Source: an optimization exercise on an open RTL-to-GDS flow (aim: small area and a short achievable clock period). Production flows keep margins and buffers that such runs may drop.
The RTL was checked by simulation tests, not by an equivalence proof against the original design.
No activity file was given, so power comes from the tool's default toggle rates.

==> violet: inputs <==
==> flow/design.v (excerpt) <==
module mmio_event_queue
#(
  parameter int unsigned DEPTH = 8,
  parameter int unsigned CNT_W = $clog2(DEPTH + 1)
) (
  input  logic             clk,
  input  logic             rstn,
  input  logic [MMIOStruct::MMIO_W-1:0]          timer_mmio,
  input  logic [MMIOStruct::MMIO_W-1:0]          disp_mmio,
  input  logic [MMIOStruct::MMIO_W-1:0]          uart_mmio,
  input  logic             cosim_ready,
  output logic [MMIOStruct::MMIO_W-1:0]          cosim_mmio,
  output logic [CNT_W-1:0] count,
  output logic             overflow
);
==> module mmio_push_compact, before the edit <==
module mmio_push_compact (
  input  logic [MMIOStruct::MMIO_W-1:0]                              timer_i,
  input  logic [MMIOStruct::MMIO_W-1:0]                              disp_i,
  input  logic [MMIOStruct::MMIO_W-1:0]                              uart_i,
  output logic [MMIOStruct::MMIO_SRC_NUM-1:0][MMIOStruct::MMIO_W-1:0] packs_o,
  output logic [1:0]                                                 n_o
);
  logic [MMIOStruct::MMIO_SRC_NUM-1:0][MMIOStruct::MMIO_W-1:0] src;
  logic [1:0]                                                 slot;
  assign src = {uart_i, disp_i, timer_i};
  always_comb begin
    packs_o = {MMIOStruct::MMIO_SRC_NUM{MMIOStruct::MMIO_IDLE}};
    slot    = '0;
    for (int unsigned s = 0; s < MMIOStruct::MMIO_SRC_NUM; s++) begin
      if (src[s][MMIOStruct::MMIO_STORE]) begin
        packs_o[slot] = src[s];
        slot          = slot + 2'd1;
      end
    end
    n_o = slot;
  end
endmodule
==> module mmio_event_queue, before the edit <==
module mmio_event_queue
#(
  parameter int unsigned DEPTH = 8,
  parameter int unsigned CNT_W = $clog2(DEPTH + 1)
) (
  input  logic             clk,
  input  logic             rstn,
  input  logic [MMIOStruct::MMIO_W-1:0]          timer_mmio,
  input  logic [MMIOStruct::MMIO_W-1:0]          disp_mmio,
  input  logic [MMIOStruct::MMIO_W-1:0]          uart_mmio,
  input  logic             cosim_ready,
  output logic [MMIOStruct::MMIO_W-1:0]          cosim_mmio,
  output logic [CNT_W-1:0] count,
  output logic             overflow
);
  localparam int unsigned PTR_W = $clog2(DEPTH);
  logic [MMIOStruct::MMIO_SRC_NUM-1:0][MMIOStruct::MMIO_W-1:0] packs;
  logic    [1:0]              n;
  logic    [1:0]              acc;
  logic    [CNT_W:0]          free;
  logic                       pop;
  logic [MMIOStruct::MMIO_W-1:0] mem [DEPTH];
  logic [PTR_W-1:0] rd_ptr_q, rd_ptr_d;
  logic [PTR_W-1:0] wr_ptr_q, wr_ptr_d;
  logic [CNT_W-1:0] count_q, count_d;
  logic             overflow_q, overflow_d;
  mmio_push_compact u_compact (
    .timer_i (timer_mmio),
    .disp_i  (disp_mmio),
    .uart_i  (uart_mmio),
    .packs_o (packs),
    .n_o     (n)
  );
  always_comb begin
    pop  = (count_q != '0) && cosim_ready;
    free = (CNT_W+1)'(DEPTH) - {1'b0, count_q} + {{CNT_W{1'b0}}, pop};
    if ({{(CNT_W-1){1'b0}}, n} <= free) acc = n;
    else                                acc = free[1:0];
    rd_ptr_d   = rd_ptr_q + PTR_W'(pop);
    wr_ptr_d   = wr_ptr_q + PTR_W'(acc);
    count_d    = count_q + CNT_W'(acc) - CNT_W'(pop);
    overflow_d = overflow_q | (n != acc);
  end
  always_ff @(posedge clk) begin
    if (!rstn) begin
      rd_ptr_q   <= '0;
      wr_ptr_q   <= '0;
      count_q    <= '0;
      overflow_q <= 1'b0;
    end else begin
      rd_ptr_q   <= rd_ptr_d;
      wr_ptr_q   <= wr_ptr_d;
      count_q    <= count_d;
      overflow_q <= overflow_d;
    end
  end
  always_ff @(posedge clk) begin
    if (rstn) begin
      for (int unsigned i = 0; i < MMIOStruct::MMIO_SRC_NUM; i++) begin
        if (i < 32'(acc)) mem[wr_ptr_q + PTR_W'(i)] <= packs[i];
      end
    end
  end
  always_comb begin
    cosim_mmio = MMIOStruct::MMIO_IDLE;
    if (count_q != '0) begin
      cosim_mmio       = mem[rd_ptr_q];
      cosim_mmio[MMIOStruct::MMIO_STORE] = 1'b1;
    end
  end
  assign count    = count_q;
  assign overflow = overflow_q;
endmodule
export LEC_CHECK = 0
export CAP_MARGIN = 20
export CORE_MARGIN = 2
export CORE_UTILIZATION = 40
export SLEW_MARGIN = 20
create_clock -name core_clock -period 5.0 [get_ports {clk}]
run.sh (not shown) runs the stock make flow with config.mk's settings and CLKGATE_MAP_FILE= SYNTH_SCRIPT=/design/flow/synth_recipe.tcl, a recipe that flattens the netlist after the stock synthesis.
==> fjord: changes against violet <==
==> flow/design.v (replaced) <==
package MMIOStruct;
  localparam int unsigned MMIO_W       = 101;
  localparam int unsigned MMIO_STORE   = 100;
  localparam int unsigned MMIO_SRC_NUM = 3;
  localparam logic [MMIO_W-1:0] MMIO_IDLE = '0;
endpackage
module mmio_push_compact #(
  parameter int unsigned DEPTH = 8
) (
  input  logic [DEPTH:0]   base_oh_i,
  input  logic             t_st_i,
  input  logic             d_st_i,
  input  logic             u_st_i,
  output logic [DEPTH-1:0] sel_t_o,
  output logic [DEPTH-1:0] sel_d_o,
  output logic [DEPTH-1:0] sel_u_o
);
  logic [DEPTH+1:0] b;   
  always_comb begin
    b = {base_oh_i, 1'b0} << 1;
    for (int unsigned i = 0; i < DEPTH; i++) begin
      sel_t_o[i] = t_st_i & b[i+2];
      sel_d_o[i] = d_st_i & (t_st_i ? b[i+1] : b[i+2]);
      case ({t_st_i, d_st_i})
        2'b00:        sel_u_o[i] = u_st_i & b[i+2];
        2'b11:        sel_u_o[i] = u_st_i & b[i];
        default:      sel_u_o[i] = u_st_i & b[i+1];
      endcase
    end
  end
endmodule
module mmio_event_queue
#(
  parameter int unsigned DEPTH = 8,
  parameter int unsigned CNT_W = $clog2(DEPTH + 1)
) (
  input  logic             clk,
  input  logic             rstn,
  input  logic [MMIOStruct::MMIO_W-1:0]          timer_mmio,
  input  logic [MMIOStruct::MMIO_W-1:0]          disp_mmio,
  input  logic [MMIOStruct::MMIO_W-1:0]          uart_mmio,
  input  logic             cosim_ready,
  output logic [MMIOStruct::MMIO_W-1:0]          cosim_mmio,
  output logic [CNT_W-1:0] count,
  output logic             overflow
);
  localparam int unsigned DW = MMIOStruct::MMIO_STORE;   
  logic [DW-1:0]    mem_q [DEPTH];
  logic [DW-1:0]    mem_d [DEPTH];
  logic [CNT_W-1:0] count_q, count_d;
  logic [DEPTH:0]   oh_q, oh_d;        
  logic [DEPTH-1:0] th_q, th_d;        
  logic             overflow_q, overflow_d;
  logic             t_st, d_st, u_st, rdy;
  logic [DEPTH:0]   base_oh;           
  logic [DEPTH-1:0] sel_t, sel_d, sel_u, sel_hold, sel_shift, go;
  assign t_st = timer_mmio[MMIOStruct::MMIO_STORE];
  assign d_st = disp_mmio[MMIOStruct::MMIO_STORE];
  assign u_st = uart_mmio[MMIOStruct::MMIO_STORE];
  assign rdy  = cosim_ready;
  always_comb begin
    base_oh[0] = oh_q[0] | (rdy & oh_q[1]);
    for (int unsigned k = 1; k < DEPTH; k++)
      base_oh[k] = rdy ? oh_q[k+1] : oh_q[k];
    base_oh[DEPTH] = !rdy & oh_q[DEPTH];
  end
  mmio_push_compact #(.DEPTH(DEPTH)) u_compact (
    .base_oh_i (base_oh),
    .t_st_i    (t_st),
    .d_st_i    (d_st),
    .u_st_i    (u_st),
    .sel_t_o   (sel_t),
    .sel_d_o   (sel_d),
    .sel_u_o   (sel_u)
  );
  always_comb begin
    for (int unsigned i = 0; i < DEPTH; i++) begin
      sel_hold[i]  = !rdy && th_q[i];
      sel_shift[i] = (i + 1 < DEPTH) ? (rdy && th_q[(i+1) % DEPTH]) : 1'b0;
      go[i]        = (i == 0) ? rstn : 1'b1;
    end
    for (int unsigned i = 0; i < DEPTH; i++) begin
      mem_d[i] = ({DW{go[i] & sel_hold[i]}}  & mem_q[i])
               | ({DW{go[i] & sel_shift[i]}} & mem_q[(i+1) % DEPTH])
               | ({DW{go[i] & sel_t[i]}}     & timer_mmio[DW-1:0])
               | ({DW{go[i] & sel_d[i]}}     & disp_mmio[DW-1:0])
               | ({DW{go[i] & sel_u[i]}}     & uart_mmio[DW-1:0]);
    end
  end
  always_comb begin
    logic          n_ge1, n_ge2, n_ge3;
    logic [DEPTH:0] base_th;           
    n_ge1 = t_st | d_st | u_st;
    n_ge2 = (t_st & d_st) | (t_st & u_st) | (d_st & u_st);
    n_ge3 = t_st & d_st & u_st;
    for (int unsigned k = 0; k < DEPTH; k++)
      base_th[k] = rdy ? ((k + 1 < DEPTH) ? th_q[(k+1) % DEPTH] : 1'b0) : th_q[k];
    base_th[DEPTH] = 1'b0;
    for (int unsigned k = 0; k < DEPTH; k++)
      th_d[k] = base_th[k]
              | (base_oh[k] & n_ge1)
              | ((k >= 1) ? (base_oh[(k+DEPTH) % (DEPTH+1)] & n_ge2) : 1'b0)
              | ((k >= 2) ? (base_oh[(k+DEPTH-1) % (DEPTH+1)] & n_ge3) : 1'b0);
    oh_d[0] = !base_th[0] & !n_ge1;
    for (int unsigned k = 1; k < DEPTH; k++) oh_d[k] = th_d[k-1] & !th_d[k];
    oh_d[DEPTH] = th_d[DEPTH-1];
    overflow_d = overflow_q
               | (base_oh[DEPTH] & n_ge1)
               | (base_oh[DEPTH-1] & n_ge2)
               | (base_oh[DEPTH-2] & n_ge3);
    count_d = '0;
    for (int unsigned k = 0; k < DEPTH; k++)
      if (th_d[k] && (k + 1 == DEPTH || !th_d[(k+1) % DEPTH])) count_d = CNT_W'(k + 1);
  end
  always_ff @(posedge clk) begin
    if (!rstn) begin
      count_q    <= '0;
      oh_q       <= (DEPTH+1)'(1);
      th_q       <= '0;
      overflow_q <= 1'b0;
    end else begin
      count_q    <= count_d;
      oh_q       <= oh_d;
      th_q       <= th_d;
      overflow_q <= overflow_d;
    end
  end
  always_ff @(posedge clk) begin
    for (int unsigned i = 0; i < DEPTH; i++) mem_q[i] <= mem_d[i];
  end
  assign cosim_mmio = {th_q[0], mem_q[0]};
  assign count      = count_q;
  assign overflow   = overflow_q;
endmodule
==> flow/flow/run.sh (new file) <==
#!/bin/bash
# The standard layout, with the ports buffered by buf_2 cells rather than
# the delay buffers buffer_ports picks by default.
set -euo pipefail
export BUFFER_PORTS_ARGS="-buffer_cell sky130_fd_sc_hd__buf_2"
bash standard.sh > standard.log 2>&1
==> flow/standard.sh (new file) <==
#!/bin/bash
# synth_recipe.tcl (not shown) runs the flow's synth.tcl, then flattens the netlist and writes it again
# the make line also repeats each setting of config.mk as NAME=value (left out here)
make -C /OpenROAD-flow-scripts/flow DESIGN_CONFIG=/design/flow/config.mk WORK_HOME=/design/flow/orfs CLKGATE_MAP_FILE= SYNTH_SCRIPT=/design/flow/synth_recipe.tcl "${@:-finish}"
SETUP_SLACK_MARGIN = 2.6   (was unset)
removed: flow/run.sh
==> summary.txt <==
item                                                                   violet                     fjord
Wire length on met3                                                  21990 um                  25530 um
Result of the run                                     complete, no violations   complete, no violations
Part of the cycle the worst path needs                                 0.8902                    0.4924
Number of cells on the critical path                                        6                        10
Clk sink count                                                            811                       820
FFs & Latches                                                             811                       820
Cell Int Power                                                       18340 uW                  15380 uW
Chip width                                                           359.8 um                  313.4 um
Worst clock skew                                                     15.91 ps                  25.57 ps
Number of cells on the worst hold path                                      1                         2
Most common cell after layout, fill and taps aside  sky130_fd_sc_hd__edfxtp_1  sky130_fd_sc_hd__nand2_1
Count of inserted tapcells                                               1650                      1265
Element type at the critical path end                          primary output                  register
Routed length on met1                                                80480 um                  71090 um
Initial core utilization                                               0.4032                    0.4036
Post-DR wirelength/cell                                              29.73 um                  31.38 um
Cell count after synthesis                                               4800                      4617
Hold Startpoint                                         overflow_q$_SDFF_PN0_      mem_q[0][14]$_DFF_P_
Initial antenna violation count                                             3                        39

[static timing again, ports no longer ideal]
In the flow no input, the clock included, has a driving cell. The finished layouts below were timed again as built, in two steps.
Step 1, drivers: a clkbuf_16 drives clk and a buf_2 each remaining input, both assumed.
Step 2 adds t to the input delays and takes it off the output delays; t is the mean of the earliest and latest rising clock arrival at the registers after step 1. Input paths then give back, and output paths get back, about the clock's delay inside the block.
a / b / c = no drivers / after step 1 / after step 2; a / b = the first two.
run | t (ns) | slack for setup (ns) | worst slew at a driven data input, ns
violet | 0.742 | 0.549 / 0.475 / 0.077 | 0.11
fjord | 0.748 | 2.538 / 2.486 / 1.738 | 0.16
After both steps every run listed still meets setup and hold. For fjord, which loses most, drivers alone change the setup slack by -0.052 ns; drivers and shift together by -0.800 ns.
